Source: an optimization exercise on an open RTL-to-GDS flow (aim: a short achievable clock period and few clock cycles per item). Production flows keep margins and buffers that such runs may drop.
Only simulation tests tie the RTL to the original design; equivalence was not proved.
Power is estimated from default activity; no workload was simulated.

==> inputs of job 435 <==
## fpMulInputStage
module fpMulInputStage
(
    input  logic                           clk,
    input  logic                           rstn,
    input  logic                           i_valid,
    output logic                           o_inReady,
    input  logic [OP_W-1:0]                i_opA,
    input  logic [OP_W-1:0]                i_opB,
    input  logic [1:0]                     i_mode,
    output logic                           o_valid,
    input  logic                           i_outReady,
    output logic [LANES-1:0]               o_sign,
    output logic [LANES-1:0][EXPSUM_W-1:0] o_exp,
    output logic [LANES-1:0][SLICE_W-1:0]  o_manA,
    output logic [LANES-1:0][SLICE_W-1:0]  o_manB,
    output logic [1:0]                     o_mode
);
export LEC_CHECK = 0
export CAP_MARGIN = 20
export CORE_AREA = 10 10 360 360
export DIE_AREA = 0 0 370 370
export SETUP_SLACK_MARGIN = 1.6
export SLEW_MARGIN = 20
export TNS_END_PERCENT = 30
create_clock -name core_clock -period 3.2 [get_ports {clk}]
standard.sh (not shown) runs the stock make flow with config.mk's settings and CLKGATE_MAP_FILE= SYNTH_SCRIPT=/design/flow/synth_recipe.tcl, a recipe that flattens the netlist after the stock synthesis.
==> flow/flow/run.sh <==
#!/bin/bash
# Standard layout, with one extra step after placement: the port buffers that
# buffer_ports inserts as delay cells (clkdlybuf4s50_1) are swapped for plain
# buffers of the same footprint, which the later timing repair may resize.
set -euo pipefail
bash standard.sh synth floorplan place > flow_place.log 2>&1
openroad -exit -no_splash flow/portbuf.tcl > flow_portbuf.log 2>&1
bash standard.sh finish > flow_finish.log 2>&1
==> flow/flow/portbuf.tcl <==
# Swap the delay cells that buffer_ports put on the ports for plain buffers.
set results orfs/results/sky130hd/fpMulInputStage/base
read_db $results/3_place.odb
set db [ord::get_db]
set buf [$db findMaster sky130_fd_sc_hd__buf_4]
set n 0
foreach inst [[ord::get_db_block] getInsts] {
  set name [$inst getName]
  if {([string match input* $name] || [string match output* $name]) &&
      [string match sky130_fd_sc_hd__clkdlybuf4s* [[$inst getMaster] getName]]} {
    $inst swapMaster $buf
    incr n
  }
}
puts "swapped $n port buffers to [$buf getName]"
detailed_placement
check_placement -verbose
write_db $results/3_place.odb
==> job 1695: changes against job 435 <==
- CORE_AREA: 10 10 360 360 -> 10 10 410 410
- DIE_AREA: 0 0 370 370 -> 0 0 420 420
==> comparison table <==
item	job 1695	job 435
Status	complete, no violations	complete, no violations
Number of cells after detailed placement	8200	7726
Insertion delay of the later-clocked pin in the worst-skew pair	0.78 ns	0.76 ns
Met3 wire len	16900 um	22400 um
Net Sw Frac	28.7%	28.3%
Min Tclk post-route	2.05 ns	2.09 ns
Hold_ws	0.106 ns	0.0972 ns
Detailed Route WL	254000 um	244000 um
Total global-route track usage	27.7%	34.2%
Worst slew margin	38.7%	25.2%
Data-path buffer share of cell area in the final layout	17.8%	18.3%
Combinational cell fraction of total power	20.1%	20.4%
Sequential cell area share	45.7%	45.9%
Register share of total power	44.5%	44.9%
RD Place Congestion	0.955	0.959
Post-route setup slack	1.15 ns	1.11 ns
Horiz. Die Dim	420 um	370 um
Met1 GRT Util	33.2%	41.5%
Count of TritonRoute iterations in the first routing pass	6	5
Pin slew with the least headroom to its limit	0.917 ns	1.11 ns
Die Area	176000 um2	137000 um2
Clock network power	16800 uW	16300 uW
Number of post-CTS setup repair buffers	102	127
Antenna diode count	15	22
Testbench counts of job 435, summed over its fixed seeds: cycles 16,016, items 16,000.
Testbench counts of job 1695, summed over its fixed seeds: cycles 16,016, items 16,000.


==> inputs of job 8623 <==
==> flow/design.v <==
package fpMulPkg;
    localparam int OP_W       = 256;
    localparam int LANES      = 16;    
    localparam int FP32_LANES = 4;     
    localparam int EXP16_W = 5;
    localparam int MAN16_W = 10;
    localparam int HALF_W  = 1 + EXP16_W + MAN16_W;
    localparam int EXP32_W  = 8;
    localparam int MAN32_W  = 23;
    localparam int SINGLE_W = 1 + EXP32_W + MAN32_W;
    localparam int SLICE_W  = 13;      
    localparam int EXPSUM_W = 10;      
    localparam int SUB_PER_LANE = LANES / FP32_LANES;
    localparam int HALF_SLOTS   = OP_W / HALF_W;
    localparam int SINGLE_SLOTS = OP_W / SINGLE_W;
    localparam logic [EXPSUM_W-1:0] OFS_HH = 10'd26;   
    localparam logic [EXPSUM_W-1:0] OFS_HL = 10'd13;   
    localparam logic [EXPSUM_W-1:0] OFS_LL = 10'd0;    
    localparam logic [1:0] MODE_FP16 = 2'b00;
    localparam logic [1:0] MODE_FP32 = 2'b01;
    localparam logic [1:0] MODE_RSVD = 2'b10;    
    localparam logic [1:0] MODE_ZERO = 2'b11;
    typedef union packed {
        logic [HALF_SLOTS-1:0][HALF_W-1:0]     half;
        logic [SINGLE_SLOTS-1:0][SINGLE_W-1:0] single;
    } operandWord_t;
endpackage
`timescale 1ns/1ps
import fpMulPkg::*;
module ksAdd #(parameter int W = 5, parameter int LV = 3)
(
    input  logic [W-1:0] i_x,
    input  logic [W-1:0] i_y,
    input  logic         i_cin,
    output logic [W-1:0] o_sum,
    output logic         o_cout
);
    logic [LV:0][W-1:0] g;
    logic [LV:0][W-1:0] p;
    logic [W-1:0]       h;
    assign h    = i_x ^ i_y;
    assign g[0] = (i_x & i_y) | {{(W-1){1'b0}}, h[0] & i_cin};
    assign p[0] = {h[W-1:1], 1'b0};
    for (genvar l = 0; l < LV; l++) begin : gLevel
        for (genvar i = 0; i < W; i++) begin : gBit
            if (i >= (1 << l)) begin : gCombine
                assign g[l+1][i] = g[l][i] | (p[l][i] & g[l][i - (1 << l)]);
                assign p[l+1][i] = p[l][i] & p[l][i - (1 << l)];
            end else begin : gPass
                assign g[l+1][i] = g[l][i];
                assign p[l+1][i] = p[l][i];
            end
        end
    end
    assign o_sum  = h ^ {g[LV][W-2:0], i_cin};
    assign o_cout = g[LV][W-1];
endmodule
module signExpPath
(
    input  logic [OP_W-1:0]                 i_opA,
    input  logic [OP_W-1:0]                 i_opB,
    input  logic [1:0]                      i_mode,
    output logic [LANES-1:0]                o_live16,
    output logic [LANES-1:0]                o_sign16,
    output logic [LANES-1:0][3:0]           o_lo16,     
    output logic [LANES-1:0][1:0][2:0]      o_hi16,     
    output logic [FP32_LANES-1:0]           o_live32,
    output logic [FP32_LANES-1:0]           o_sign32,
    output logic [FP32_LANES-1:0][2:0][5:0] o_lo32,     
    output logic [FP32_LANES-1:0][2:0][1:0][4:0] o_hi32  
);
    logic m16;
    logic m32;
    assign m16 = (i_mode == MODE_FP16);
    assign m32 = (i_mode == MODE_FP32);
    for (genvar s = 0; s < LANES; s++) begin : gHalf
        logic [4:0] ea;
        logic [4:0] eb;
        assign ea = i_opA[16*s+10 +: 5];
        assign eb = i_opB[16*s+10 +: 5];
        assign o_live16[s] = m16 && (|i_opA[16*s +: 15]) && (|i_opB[16*s +: 15]);
        assign o_sign16[s] = i_opA[16*s+15] ^ i_opB[16*s+15];
        ksAdd #(.W(3), .LV(2)) uLo (
            .i_x (ea[2:0]), .i_y (eb[2:0]), .i_cin (1'b0),
            .o_sum (o_lo16[s][2:0]), .o_cout (o_lo16[s][3])
        );
        for (genvar c = 0; c < 2; c++) begin : gHi
            logic unused;
            ksAdd #(.W(3), .LV(2)) uHi (
                .i_x ({1'b0, ea[4:3]}), .i_y ({1'b0, eb[4:3]}), .i_cin (c == 1),
                .o_sum (o_hi16[s][c]), .o_cout (unused)
            );
        end
    end
    for (genvar j = 0; j < FP32_LANES; j++) begin : gSingle
        assign o_live32[j] = m32 && (|i_opA[32*j +: 31]) && (|i_opB[32*j +: 31]);
        assign o_sign32[j] = i_opA[32*j+31] ^ i_opB[32*j+31];
        logic [EXPSUM_W-1:0] ea;
        logic [EXPSUM_W-1:0] eb;
        assign ea = EXPSUM_W'(i_opA[32*j+23 +: 8]);
        assign eb = EXPSUM_W'(i_opB[32*j+23 +: 8]);
        for (genvar o = 0; o < 3; o++) begin : gOfs
            localparam logic [EXPSUM_W-1:0] OFS = (o == 0) ? OFS_LL : (o == 1) ? OFS_HL : OFS_HH;
            logic [EXPSUM_W-1:0] csS;
            logic [EXPSUM_W-1:0] csC;
            assign csS = ea ^ eb ^ OFS;
            assign csC = {(ea[EXPSUM_W-2:0] & eb[EXPSUM_W-2:0]) |
                          (ea[EXPSUM_W-2:0] & OFS[EXPSUM_W-2:0]) |
                          (eb[EXPSUM_W-2:0] & OFS[EXPSUM_W-2:0]), 1'b0};
            ksAdd #(.W(5), .LV(3)) uLo (
                .i_x (csS[4:0]), .i_y (csC[4:0]), .i_cin (1'b0),
                .o_sum (o_lo32[j][o][4:0]), .o_cout (o_lo32[j][o][5])
            );
            for (genvar c = 0; c < 2; c++) begin : gHi
                logic unused;
                ksAdd #(.W(5), .LV(3)) uHi (
                    .i_x (csS[9:5]), .i_y (csC[9:5]), .i_cin (c == 1),
                    .o_sum (o_hi32[j][o][c]), .o_cout (unused)
                );
            end
        end
    end
endmodule
`timescale 1ns/1ps
import fpMulPkg::*;
module mantissaPath
(
    input  logic [OP_W-1:0]               i_opA,
    input  logic [OP_W-1:0]               i_opB,
    input  logic [1:0]                    i_mode,
    output logic [LANES-1:0][SLICE_W-1:0] o_manA,
    output logic [LANES-1:0][SLICE_W-1:0] o_manB
);
    logic m16;
    logic m32;
    assign m16 = (i_mode == MODE_FP16);
    assign m32 = (i_mode == MODE_FP32);
    for (genvar s = 0; s < LANES; s++) begin : gLane
        localparam int J = s / SUB_PER_LANE;
        localparam int K = s % SUB_PER_LANE;
        logic [SLICE_W-1:0] halfA;
        logic [SLICE_W-1:0] halfB;
        logic [SLICE_W-1:0] sglA;
        logic [SLICE_W-1:0] sglB;
        assign halfA = {2'b00, |i_opA[16*s+10 +: 5], i_opA[16*s +: 10]};
        assign halfB = {2'b00, |i_opB[16*s+10 +: 5], i_opB[16*s +: 10]};
        assign sglA  = (K < 2) ? {2'b00, |i_opA[32*J+23 +: 8], i_opA[32*J+13 +: 10]}
                               : i_opA[32*J +: 13];
        assign sglB  = (K % 2 == 0) ? {2'b00, |i_opB[32*J+23 +: 8], i_opB[32*J+13 +: 10]}
                                    : i_opB[32*J +: 13];
        assign o_manA[s] = ({SLICE_W{m16}} & halfA) | ({SLICE_W{m32}} & sglA);
        assign o_manB[s] = ({SLICE_W{m16}} & halfB) | ({SLICE_W{m32}} & sglB);
    end
endmodule
`timescale 1ns/1ps
import fpMulPkg::*;
module laneOutputStage
(
    input  logic                                 clk,
    input  logic                                 rstn,
    input  logic                                 i_valid,
    output logic                                 o_inReady,
    input  logic                                 i_outReady,
    output logic                                 o_valid,
    input  logic [1:0]                           i_mode,
    input  logic [LANES-1:0]                     i_live16,
    input  logic [LANES-1:0]                     i_sign16,
    input  logic [LANES-1:0][3:0]                i_lo16,
    input  logic [LANES-1:0][1:0][2:0]           i_hi16,
    input  logic [FP32_LANES-1:0]                i_live32,
    input  logic [FP32_LANES-1:0]                i_sign32,
    input  logic [FP32_LANES-1:0][2:0][5:0]      i_lo32,
    input  logic [FP32_LANES-1:0][2:0][1:0][4:0] i_hi32,
    input  logic [LANES-1:0][SLICE_W-1:0]        i_manA,
    input  logic [LANES-1:0][SLICE_W-1:0]        i_manB,
    output logic [LANES-1:0]                     o_sign,
    output logic [LANES-1:0][EXPSUM_W-1:0]       o_exp,
    output logic [LANES-1:0][SLICE_W-1:0]        o_manA,
    output logic [LANES-1:0][SLICE_W-1:0]        o_manB,
    output logic [1:0]                           o_mode
);
    logic                                 pValid;
    logic [1:0]                           pMode;
    logic [LANES-1:0]                     pLive16;
    logic [LANES-1:0]                     pSign16;
    logic [LANES-1:0][3:0]                pLo16;
    logic [LANES-1:0][1:0][2:0]           pHi16;
    logic [FP32_LANES-1:0]                pLive32;
    logic [FP32_LANES-1:0]                pSign32;
    logic [FP32_LANES-1:0][2:0][5:0]      pLo32;
    logic [FP32_LANES-1:0][2:0][1:0][4:0] pHi32;
    logic [LANES-1:0][SLICE_W-1:0]        pManA;
    logic [LANES-1:0][SLICE_W-1:0]        pManB;
    logic outAdv;
    logic pAdv;
    assign outAdv    = !o_valid || i_outReady;    
    assign pAdv      = !pValid || outAdv;
    assign o_inReady = pAdv;
    always_ff @(posedge clk or negedge rstn) begin
        if (!rstn) begin
            pValid  <= 1'b0;
            o_valid <= 1'b0;
        end else begin
            if (pAdv) begin
                pValid <= i_valid;
            end
            if (outAdv) begin
                o_valid <= pValid;
            end
        end
    end
    always_ff @(posedge clk) begin
        if (pAdv) begin
            pMode   <= i_mode;
            pLive16 <= i_live16;
            pSign16 <= i_sign16;
            pLo16   <= i_lo16;
            pHi16   <= i_hi16;
            pLive32 <= i_live32;
            pSign32 <= i_sign32;
            pLo32   <= i_lo32;
            pHi32   <= i_hi32;
            pManA   <= i_manA;
            pManB   <= i_manB;
        end
    end
    logic [LANES-1:0]               nextSign;
    logic [LANES-1:0][EXPSUM_W-1:0] nextExp;
    for (genvar s = 0; s < LANES; s++) begin : gLane
        localparam int J = s / SUB_PER_LANE;
        localparam int K = s % SUB_PER_LANE;
        localparam int O = (K == 0) ? 2 : (K == 3) ? 0 : 1;
        logic [5:0]          sum16;
        logic [EXPSUM_W-1:0] sum32;
        assign sum16 = {pHi16[s][pLo16[s][3]], pLo16[s][2:0]};
        assign sum32 = {pHi32[J][O][pLo32[J][O][5]], pLo32[J][O][4:0]};
        assign nextSign[s] = (pLive16[s] && pSign16[s]) || (pLive32[J] && pSign32[J]);
        assign nextExp[s]  = ({EXPSUM_W{pLive16[s]}} & EXPSUM_W'(sum16)) |
                             ({EXPSUM_W{pLive32[J]}} & sum32);
    end
    always_ff @(posedge clk or negedge rstn) begin
        if (!rstn) begin
            o_sign <= '0;
            o_exp  <= '0;
            o_manA <= '0;
            o_manB <= '0;
            o_mode <= '0;
        end else if (outAdv) begin
            o_sign <= nextSign;
            o_exp  <= nextExp;
            o_manA <= pManA;
            o_manB <= pManB;
            o_mode <= pMode;
        end
    end
endmodule
`timescale 1ns/1ps
import fpMulPkg::*;
module fpMulInputStage
(
    input  logic                           clk,
    input  logic                           rstn,
    input  logic                           i_valid,
    output logic                           o_inReady,
    input  logic [OP_W-1:0]                i_opA,
    input  logic [OP_W-1:0]                i_opB,
    input  logic [1:0]                     i_mode,
    output logic                           o_valid,
    input  logic                           i_outReady,
    output logic [LANES-1:0]               o_sign,
    output logic [LANES-1:0][EXPSUM_W-1:0] o_exp,
    output logic [LANES-1:0][SLICE_W-1:0]  o_manA,
    output logic [LANES-1:0][SLICE_W-1:0]  o_manB,
    output logic [1:0]                     o_mode
);
    logic [LANES-1:0]                         live16;
    logic [LANES-1:0]                         sign16;
    logic [LANES-1:0][3:0]                    lo16;
    logic [LANES-1:0][1:0][2:0]               hi16;
    logic [FP32_LANES-1:0]                    live32;
    logic [FP32_LANES-1:0]                    sign32;
    logic [FP32_LANES-1:0][2:0][5:0]          lo32;
    logic [FP32_LANES-1:0][2:0][1:0][4:0]     hi32;
    logic [LANES-1:0][SLICE_W-1:0]            laneManA;
    logic [LANES-1:0][SLICE_W-1:0]            laneManB;
    signExpPath uSignExp (
        .i_opA    (i_opA),
        .i_opB    (i_opB),
        .i_mode   (i_mode),
        .o_live16 (live16),
        .o_sign16 (sign16),
        .o_lo16   (lo16),
        .o_hi16   (hi16),
        .o_live32 (live32),
        .o_sign32 (sign32),
        .o_lo32   (lo32),
        .o_hi32   (hi32)
    );
    mantissaPath uMantissa (
        .i_opA  (i_opA),
        .i_opB  (i_opB),
        .i_mode (i_mode),
        .o_manA (laneManA),
        .o_manB (laneManB)
    );
    laneOutputStage uOutStage (
        .clk        (clk),
        .rstn       (rstn),
        .i_valid    (i_valid),
        .o_inReady  (o_inReady),
        .i_outReady (i_outReady),
        .o_valid    (o_valid),
        .i_mode     (i_mode),
        .i_live16   (live16),
        .i_sign16   (sign16),
        .i_lo16     (lo16),
        .i_hi16     (hi16),
        .i_live32   (live32),
        .i_sign32   (sign32),
        .i_lo32     (lo32),
        .i_hi32     (hi32),
        .i_manA     (laneManA),
        .i_manB     (laneManB),
        .o_sign     (o_sign),
        .o_exp      (o_exp),
        .o_manA     (o_manA),
        .o_manB     (o_manB),
        .o_mode     (o_mode)
    );
endmodule
==> flow/run.sh <==
#!/bin/bash
# synth_recipe.tcl (not shown) runs the flow's synth.tcl, then flattens the netlist and writes it again
# the make line also repeats each setting of config.mk as NAME=value (left out here)
make -C /OpenROAD-flow-scripts/flow DESIGN_CONFIG=/design/flow/config.mk WORK_HOME=/design/flow/orfs CLKGATE_MAP_FILE= SYNTH_SCRIPT=/design/flow/synth_recipe.tcl finish
==> flow/config.mk <==
export PLATFORM = sky130hd
export DESIGN_NAME = fpMulInputStage
export DESIGN_NICKNAME = fpMulInputStage
export VERILOG_FILES = /design/flow/design.v
export SDC_FILE = /design/flow/constraint.sdc
export NUM_CORES = 4
export LEC_CHECK = 0
export CAP_MARGIN = 20
export CORE_AREA = 10 10 410 410
export DIE_AREA = 0 0 420 420
export SETUP_SLACK_MARGIN = 1.6
export SLEW_MARGIN = 20
==> flow/constraint.sdc <==
create_clock -name core_clock -period 3.2 [get_ports {clk}]
set_input_delay 0.6400 -clock core_clock [delete_from_list [all_inputs] [get_ports {clk}]]
set_output_delay 0.6400 -clock core_clock [all_outputs]
set_load 0.01 [all_outputs]
==> inputs of job 6893, as changes to job 8623 <==
--- a/flow/design.v
+++ b/flow/design.v
@@ -194,18 +194,21 @@
     logic outAdv;
     logic pAdv;
-    assign outAdv    = !o_valid || i_outReady;    
-    assign pAdv      = !pValid || outAdv;
-    assign o_inReady = pAdv;
+    logic pValidNext;
+    logic oValidNext;
+    logic bothFull;     
+    assign outAdv     = !o_valid || i_outReady;    
+    assign pAdv       = !pValid || outAdv;
+    assign pValidNext = pAdv ? i_valid : pValid;
+    assign oValidNext = outAdv ? pValid : o_valid;
+    assign o_inReady  = !bothFull || i_outReady;
     always_ff @(posedge clk or negedge rstn) begin
         if (!rstn) begin
-            pValid  <= 1'b0;
-            o_valid <= 1'b0;
+            pValid   <= 1'b0;
+            o_valid  <= 1'b0;
+            bothFull <= 1'b0;
         end else begin
-            if (pAdv) begin
-                pValid <= i_valid;
-            end
-            if (outAdv) begin
-                o_valid <= pValid;
-            end
+            pValid   <= pValidNext;
+            o_valid  <= oValidNext;
+            bothFull <= pValidNext && oValidNext;
         end
     end
==> flow/flow/run.sh (new file) <==
#!/bin/bash
# Standard layout, with one extra step after placement: the port buffers that
# buffer_ports inserts as delay cells (clkdlybuf4s50_1) are swapped for plain
# buffers of the same footprint, which the later timing repair may resize.
set -euo pipefail
bash standard.sh synth floorplan place > flow_place.log 2>&1
openroad -exit -no_splash flow/portbuf.tcl > flow_portbuf.log 2>&1
bash standard.sh finish > flow_finish.log 2>&1
==> flow/flow/portbuf.tcl (new file) <==
# Swap the delay cells that buffer_ports put on the ports for plain buffers.
set results orfs/results/sky130hd/fpMulInputStage/base
read_db $results/3_place.odb
set db [ord::get_db]
set buf [$db findMaster sky130_fd_sc_hd__buf_4]
set n 0
foreach inst [[ord::get_db_block] getInsts] {
  set name [$inst getName]
  if {([string match input* $name] || [string match output* $name]) &&
      [string match sky130_fd_sc_hd__clkdlybuf4s* [[$inst getMaster] getName]]} {
    $inst swapMaster $buf
    incr n
  }
}
puts "swapped $n port buffers to [$buf getName]"
detailed_placement
check_placement -verbose
write_db $results/3_place.odb
==> flow/standard.sh (new file) <==
#!/bin/bash
# synth_recipe.tcl (not shown) runs the flow's synth.tcl, then flattens the netlist and writes it again
# the make line also repeats each setting of config.mk as NAME=value (left out here)
make -C /OpenROAD-flow-scripts/flow DESIGN_CONFIG=/design/flow/config.mk WORK_HOME=/design/flow/orfs CLKGATE_MAP_FILE= SYNTH_SCRIPT=/design/flow/synth_recipe.tcl "${@:-finish}"
removed: flow/run.sh
==> impl_metrics.env <==
export IMPL_synth_xor_area_share_pct=1.36
export IMPL_yosys_area_share_simple_pct=16.8
export IMPL_mostFrequentLayoutCell="nand2_1"
export IMPL_hold_end="uOutStage.pManA[101]$_DFFE_PP_"
export IMPL_multi_input_area_share_pct=26.2
export IMPL_routedWlPerCell_um=32.0
export IMPL_status="finished clean"
export IMPL_fmax_mhz=458
export IMPL_fin_crit_sh_pct=68.3
export IMPL_clockBufferCount=197
export IMPL_initial_core_util_pct=35.7
export IMPL_timing_hold_ws_ns=0.311
export IMPL_relSlewSlack_pct=45.0
export IMPL_viasPerCell=5.30
export IMPL_post_route_util_pct=53.8
-- figures above: job 8623

==> impl_metrics.env <==
export IMPL_status="finished clean"
export IMPL_multi_input_area_share_pct=26.4
export IMPL_viasPerCell=5.36
export IMPL_routedWlPerCell_um=31.9
export IMPL_fin_crit_sh_pct=65.1
export IMPL_post_route_util_pct=59.6
export IMPL_hold_end="uOutStage.pValid$_DFF_PN0_"
export IMPL_timing_hold_ws_ns=0.0957
export IMPL_clockBufferCount=206
export IMPL_relSlewSlack_pct=40.1
export IMPL_synth_xor_area_share_pct=1.36
export IMPL_r2r_end="uOutStage.pHi32[76]$_DFFE_PN_"
export IMPL_fmax_mhz=480
export IMPL_yosys_area_share_simple_pct=16.8
export IMPL_initial_core_util_pct=35.6
-- figures above: job 6893

Testbench counts of job 8623, summed over its fixed seeds: cycles 16,016, items 16,000.
Testbench counts of job 6893, summed over its fixed seeds: cycles 16,016, items 16,000.

## separate check: timing with driven ports
No port has a modelled driver above. Below, the same layouts with a new extraction and two added sets of constraints.
Step 1 (the two cells are an assumption about what drives the block):
set clk [get_ports {clk}]
set_driving_cell -lib_cell sky130_fd_sc_hd__clkbuf_16 $clk
set_driving_cell -lib_cell sky130_fd_sc_hd__buf_2 [delete_from_list [all_inputs] $clk]
Step 2 also shifts input and output timing later by t, the mid clock arrival at the registers, as if the neighbouring blocks saw the same clock.
a / b / c = no drivers / after step 1 / after step 2; a / b = the first two.
run | t (ns) | setup WS [ns] | worst register clock-pin slew, ns
job 435 | 0.831 | 1.111 / 1.025 / 0.474 | 0.07 / 0.07
job 1695 | 0.852 | 1.146 / 1.056 / 0.500 | 0.06 / 0.06
job 8623 | 0.844 | 1.015 / 0.931 / 0.217 | 0.07 / 0.07
job 6893 | 0.851 | 1.118 / 1.039 / 0.717 | 0.07 / 0.07
After both steps setup and hold are still met in every run listed. The setup slack of job 8623, which loses most, moves by -0.084 ns with the drivers and by -0.798 ns with both steps.
